Context: an optimization exercise on an open-source flow, tuned for small area, a short achievable clock period and few clock cycles. The choices shown serve that exercise and are no tape-out recipe. In this exercise RTL edits were held to simulation tests only and were not proved equivalent to the original. Power and IR drop assume default switching activity.

Setup of job 1898:
// core
module core #(
	parameter logic [core_pkg::xlen-1:0] RESET_PC = core_pkg::default_reset_pc
) (
	input  logic clk,
	input  logic reset,
	output logic ireq_valid,
	output logic [core_pkg::xlen-1:0] ireq_addr,
	input  logic iresp_data_ok,
	input  logic [core_pkg::ilen-1:0] iresp_data,
	output logic commit_valid,
	output logic [core_pkg::xlen-1:0] commit_pc,
	output logic [core_pkg::ilen-1:0] commit_instr,
	output logic commit_wen,
	output logic [core_pkg::reg_addr_w-1:0] commit_wdest,
	output logic [core_pkg::xlen-1:0] commit_wdata
);
	logic [core_pkg::xlen-3:0] pc;
	logic stall;
	logic f_valid;
	logic [core_pkg::ilen-1:0] f_instr;
	logic f_wen;
	logic [31:1] f_sel1, f_sel2;
	logic f_bp1, f_bp2, f_imm;
	logic f_m1a, f_m1b, f_m2a, f_m2b, f_stall;
	logic d_valid;
	logic [core_pkg::ilen-1:0] d_instr;
	logic d_wen;
	logic d_sub, d_sel_sum, d_sel_and, d_sel_or, d_sel_xor, d_sel_slt;
	logic d_m1a, d_m1b;
	logic [core_pkg::xlen-1:0] d_a;
	logic [core_pkg::xlen-1:0] d_b;
	logic x_valid;
	logic x_wen;
	logic [core_pkg::ilen-1:0] x_instr;
	logic [core_pkg::xlen/2-1:0] x1_res;
	logic [31:1] rf_valid;
	logic [core_pkg::xlen-1:0] rf_rdata1;
	logic [core_pkg::xlen-1:0] rf_rdata2;
	logic [core_pkg::xlen-1:0] result;
	fetch_stage #(.RESET_PC(RESET_PC)) fetch_stage_i (
		.clk, .reset,
  ...
==> module fetch_stage, before the edit <==
module fetch_stage #(
	parameter logic [core_pkg::xlen-1:0] RESET_PC = core_pkg::default_reset_pc
) (
	input  logic clk,
	input  logic reset,
	output logic ireq_valid,
	output logic [core_pkg::xlen-1:0] ireq_addr,
	input  logic iresp_data_ok,
	input  logic [core_pkg::ilen-1:0] iresp_data,
	output logic [core_pkg::xlen-3:0] pc,
	input  logic stall,
	input  logic [31:1] rf_valid,
	input  logic c_wen,
	input  logic [core_pkg::reg_addr_w-1:0] c_rd,
	input  logic x_wen,
	input  logic [core_pkg::reg_addr_w-1:0] x_rd,
	input  logic d_wen,
	input  logic [core_pkg::reg_addr_w-1:0] d_rd,
	output logic f_valid,
	output logic [core_pkg::ilen-1:0] f_instr,
	output logic f_wen,
	output logic [31:1] f_sel1,
	output logic [31:1] f_sel2,
	output logic f_bp1,
	output logic f_bp2,
	output logic f_imm,
	output logic f_m1a,
	output logic f_m1b,
	output logic f_m2a,
	output logic f_m2b,
	output logic f_stall
);
	logic [3:0] pc_lo;
	logic [core_pkg::xlen-7:0] pc_hi;
	logic [core_pkg::xlen-7:0] pc_hi_inc;
	logic [core_pkg::xlen-7:0] pc_hi_p1;
	logic hold;
	logic accept;
	logic n_valid_f;
	logic n_stall;
	logic adv;
	logic go;
	logic [core_pkg::ilen-1:0] n_instr;
	logic [core_pkg::reg_addr_w-1:0] n_rs1, n_rs2, f_rd;
	logic n_lui, n_op, n_use1, n_wen, n_slt;
	logic f_slt;
	logic n_bp1, n_bp2, n_m1a, n_m1b;
	logic [31:1] n_ok;
	assign ireq_valid = !hold;
	assign ireq_addr = {pc, 2'b00};
	assign accept = !hold && iresp_data_ok;
	assign adv = !hold;
	assign go = f_valid && !stall;
	assign pc = {pc_hi, pc_lo};
	incr #(.W(core_pkg::xlen-6)) pc_incr (.x(pc_hi), .y(pc_hi_inc));
	always_ff @(posedge clk) begin
		if (reset) begin
			pc_lo <= RESET_PC[5:2];
			pc_hi <= RESET_PC[core_pkg::xlen-1:6];
		end else if (accept) begin
			pc_lo <= pc_lo + 4'd1;
			if (pc_lo == 4'hf) pc_hi <= pc_hi_p1;
		end
	end
	always_ff @(posedge clk) begin
		pc_hi_p1 <= pc_hi_inc;
	end
	assign n_valid_f = adv ? accept : f_valid;
	always_ff @(posedge clk) begin
		if (reset) begin
			f_valid <= 1'b0;
			hold <= 1'b0;
		end else begin
			f_valid <= n_valid_f;
			hold <= n_valid_f && n_stall;
		end
	end
	assign n_instr = adv ? iresp_data : f_instr;
	assign n_rs1 = n_instr[19:15];
	assign n_rs2 = n_instr[24:20];
	assign n_lui = n_instr[6:0] == core_pkg::opcode_lui;
	assign n_op = n_instr[6:0] == core_pkg::opcode_op;
	assign n_use1 = !n_lui;
	assign f_rd = f_instr[11:7];
	decode_wen n_dec (.instr(n_instr), .wen(n_wen));
	assign n_stall = f_slt && (n_m1a || n_m1b);
	assign n_slt = n_op && n_instr[31:25] == core_pkg::funct7_base && n_instr[14:12] == 3'b010;
	assign n_m1a = go && f_wen && f_rd == n_rs1 && n_use1;
	assign n_m1b = go && f_wen && f_rd == n_rs2 && n_op;
	assign n_bp1 = x_wen && x_rd == n_rs1 && n_use1;
	assign n_bp2 = x_wen && x_rd == n_rs2 && n_op;
	for (genvar i = 1; i < 32; i++) begin : v
		assign n_ok[i] = (rf_valid[i] || (c_wen && c_rd == i)) && !(x_wen && x_rd == i);
	end
	always_ff @(posedge clk) begin
		f_instr <= n_instr;
		for (int i = 1; i < 32; i++) begin
			f_sel1[i] <= n_rs1 == i && n_ok[i] && n_use1;
			f_sel2[i] <= n_rs2 == i && n_ok[i] && n_op;
		end
		f_bp1 <= n_bp1;
		f_bp2 <= n_bp2;
		f_imm <= !n_op;
		f_wen <= n_wen;
		f_slt <= n_slt;
		f_stall <= n_stall;
		f_m1a <= n_m1a;
		f_m1b <= n_m1b;
		f_m2a <= !n_m1a && d_wen && d_rd == n_rs1 && n_use1;
		f_m2b <= !n_m1b && d_wen && d_rd == n_rs2 && n_op;
	end
endmodule
==> module addc, before the edit <==
module addc #(
	parameter int W = 32
) (
	input  logic [W-1:0] a,
	input  logic [W-1:0] b,
	input  logic cin,
	output logic [W-1:0] s,
	output logic cout
);
	localparam int L = W > 32 ? 6 : W > 16 ? 5 : W > 8 ? 4 : W > 4 ? 3 : W > 2 ? 2 : 1;
	logic [W-1:0] p0;
	logic [W-1:0] g [0:L];
	logic [W-1:0] p [0:L];
	logic [W:0] c;
	assign p0 = a ^ b;
	assign p[0] = p0;
	assign g[0] = a & b;
	for (genvar l = 0; l < L; l++) begin : lvl
		for (genvar i = 0; i < W; i++) begin : bitp
			if (i >= (1 << l)) begin : comb
				assign g[l+1][i] = g[l][i] | (p[l][i] & g[l][i-(1<<l)]);
				assign p[l+1][i] = p[l][i] & p[l][i-(1<<l)];
			end else begin : pass
				assign g[l+1][i] = g[l][i];
				assign p[l+1][i] = p[l][i];
			end
		end
	end
	assign c = {g[L] | (p[L] & {W{cin}}), cin};
	assign s = p0 ^ c[W-1:0];
	assign cout = c[W];
endmodule
==> flow/config.mk <==
export PLATFORM = sky130hd
export DESIGN_NAME = core
export DESIGN_NICKNAME = core
export VERILOG_FILES = /design/flow/design.v
export SDC_FILE = /design/flow/constraint.sdc
export NUM_CORES = 4
export LEC_CHECK = 0
export CAP_MARGIN = 20
export CORE_MARGIN = 2
export CORE_UTILIZATION = 55
export CTS_CLUSTER_DIAMETER = 70
export CTS_CLUSTER_SIZE = 22
export SETUP_SLACK_MARGIN = 2.4
export SLEW_MARGIN = 20
==> flow/constraint.sdc <==
create_clock -name core_clock -period 5.5 [get_ports {clk}]
set_input_delay 1.1000 -clock core_clock [delete_from_list [all_inputs] [get_ports {clk}]]
set_output_delay 1.1000 -clock core_clock [all_outputs]
set_load 0.01 [all_outputs]
standard.sh (not shown) runs the stock make flow with config.mk's settings and CLKGATE_MAP_FILE= SYNTH_SCRIPT=/design/flow/synth_recipe.tcl, a recipe that flattens the netlist after the stock synthesis.
==> flow/flow/run.sh <==
#!/bin/bash
# The standard layout, with plain buffers (buf_2) rather than the
# default delay cells on the input and output ports.
set -euo pipefail
export BUFFER_PORTS_ARGS="-buffer_cell sky130_fd_sc_hd__buf_2"
bash standard.sh > standard.log 2>&1
Testbench counts of job 1898, summed over its fixed seeds: cycles 43,120.
Setup changes, job 1898 to job 3674
--- a/flow/design.v
+++ b/flow/design.v
@@ -53,13 +53,13 @@
 	logic go;
 	logic [core_pkg::ilen-1:0] n_instr;
 	logic [core_pkg::reg_addr_w-1:0] n_rs1, n_rs2, f_rd;
 	logic n_lui, n_op, n_use1, n_wen, n_slt;
 	logic f_slt;
 	logic n_bp1, n_bp2, n_m1a, n_m1b;
-	logic [31:1] n_ok;
+	logic [31:1] n_valid;
 	assign ireq_valid = !hold;
 	assign ireq_addr = {pc, 2'b00};
 	assign accept = !hold && iresp_data_ok;
 	assign adv = !hold;
 	assign go = f_valid && !stall;
 	assign pc = {pc_hi, pc_lo};
@@ -98,19 +98,19 @@
 	assign n_slt = n_op && n_instr[31:25] == core_pkg::funct7_base && n_instr[14:12] == 3'b010;
 	assign n_m1a = go && f_wen && f_rd == n_rs1 && n_use1;
 	assign n_m1b = go && f_wen && f_rd == n_rs2 && n_op;
 	assign n_bp1 = x_wen && x_rd == n_rs1 && n_use1;
 	assign n_bp2 = x_wen && x_rd == n_rs2 && n_op;
 	for (genvar i = 1; i < 32; i++) begin : v
-		assign n_ok[i] = (rf_valid[i] || (c_wen && c_rd == i)) && !(x_wen && x_rd == i);
+		assign n_valid[i] = rf_valid[i] || (c_wen && c_rd == i);
 	end
 	always_ff @(posedge clk) begin
 		f_instr <= n_instr;
 		for (int i = 1; i < 32; i++) begin
-			f_sel1[i] <= n_rs1 == i && n_ok[i] && n_use1;
-			f_sel2[i] <= n_rs2 == i && n_ok[i] && n_op;
+			f_sel1[i] <= n_rs1 == i && n_valid[i] && !n_bp1 && n_use1;
+			f_sel2[i] <= n_rs2 == i && n_valid[i] && !n_bp2 && n_op;
 		end
 		f_bp1 <= n_bp1;
 		f_bp2 <= n_bp2;
 		f_imm <= !n_op;
 		f_wen <= n_wen;
 		f_slt <= n_slt;
@@ -356,30 +356,28 @@
 	output logic cout
 );
 	localparam int L = W > 32 ? 6 : W > 16 ? 5 : W > 8 ? 4 : W > 4 ? 3 : W > 2 ? 2 : 1;
 	logic [W-1:0] p0;
 	logic [W-1:0] g [0:L];
 	logic [W-1:0] p [0:L];
-	logic [W:0] c;
 	assign p0 = a ^ b;
 	assign p[0] = p0;
-	assign g[0] = a & b;
+	assign g[0] = {a[W-1:1] & b[W-1:1], (a[0] & b[0]) | (p0[0] & cin)};
 	for (genvar l = 0; l < L; l++) begin : lvl
 		for (genvar i = 0; i < W; i++) begin : bitp
 			if (i >= (1 << l)) begin : comb
 				assign g[l+1][i] = g[l][i] | (p[l][i] & g[l][i-(1<<l)]);
 				assign p[l+1][i] = p[l][i] & p[l][i-(1<<l)];
 			end else begin : pass
 				assign g[l+1][i] = g[l][i];
 				assign p[l+1][i] = p[l][i];
 			end
 		end
 	end
-	assign c = {g[L] | (p[L] & {W{cin}}), cin};
-	assign s = p0 ^ c[W-1:0];
-	assign cout = c[W];
+	assign s = p0 ^ {g[L][W-2:0], cin};
+	assign cout = g[L][W-1];
 endmodule
 module writeback #(
 	parameter logic [core_pkg::xlen-1:0] RESET_PC = core_pkg::default_reset_pc
 ) (
 	input  logic clk,
 	input  logic reset,
Findings:
- Total design power for job 3674: 0.57% down relative to job 1898
- Relative to job 1898, number of placed instances with taps included increased by about 0.7% in job 3674.
- Later-pin clock latency in the skew report sits higher in job 3674 than in job 1898.
- Comparing job 1898 with job 3674, the die area came out essentially unchanged.
- Summary of job 3674 over job 1898: total placed instance area went up by about 0.4%, HPWL after detailed placement went down by 8200 µm, non-clock buffer count went down by 17, number of global-route vias before repair went up by 0.74%, worst setup slack went down by 0.068 ns.
- Comparing job 1898 with job 3674, the sequential share of layout area came out essentially unchanged.
- ~same die span in y in job 1898 and job 3674
- Final cell count (lower): job 1898
- Between job 1898 and job 3674, the multi-input gate area in the final layout does not differ in any meaningful way.
Testbench counts of job 3674, summed over its fixed seeds: cycles 43,120.

[static timing again, ports no longer ideal]
The results above use ideal ports. As a check the final layouts listed here were re-extracted and re-timed, cells and wires unchanged.
Step 1, drivers: a clkbuf_16 drives clk and a buf_2 each remaining input, both assumed.
Step 2 also shifts input and output timing later by t, the mid clock arrival at the registers, as if the neighbouring blocks saw the same clock.
Three values: ideal, step 1, step 2; two values: the first two.
run	shift t [ns]	slack for setup (ns)	hold slack, ns
job 1898	0.964	2.209 / 2.209 / 2.039	0.331 / 0.331 / 0.331
job 3674	0.969	2.142 / 2.142 / 2.113	0.316 / 0.316 / 0.316
After both steps every run listed still meets setup and hold. The setup slack of job 1898, which loses most, moves by 0.000 ns with the drivers and by -0.170 ns with both steps.
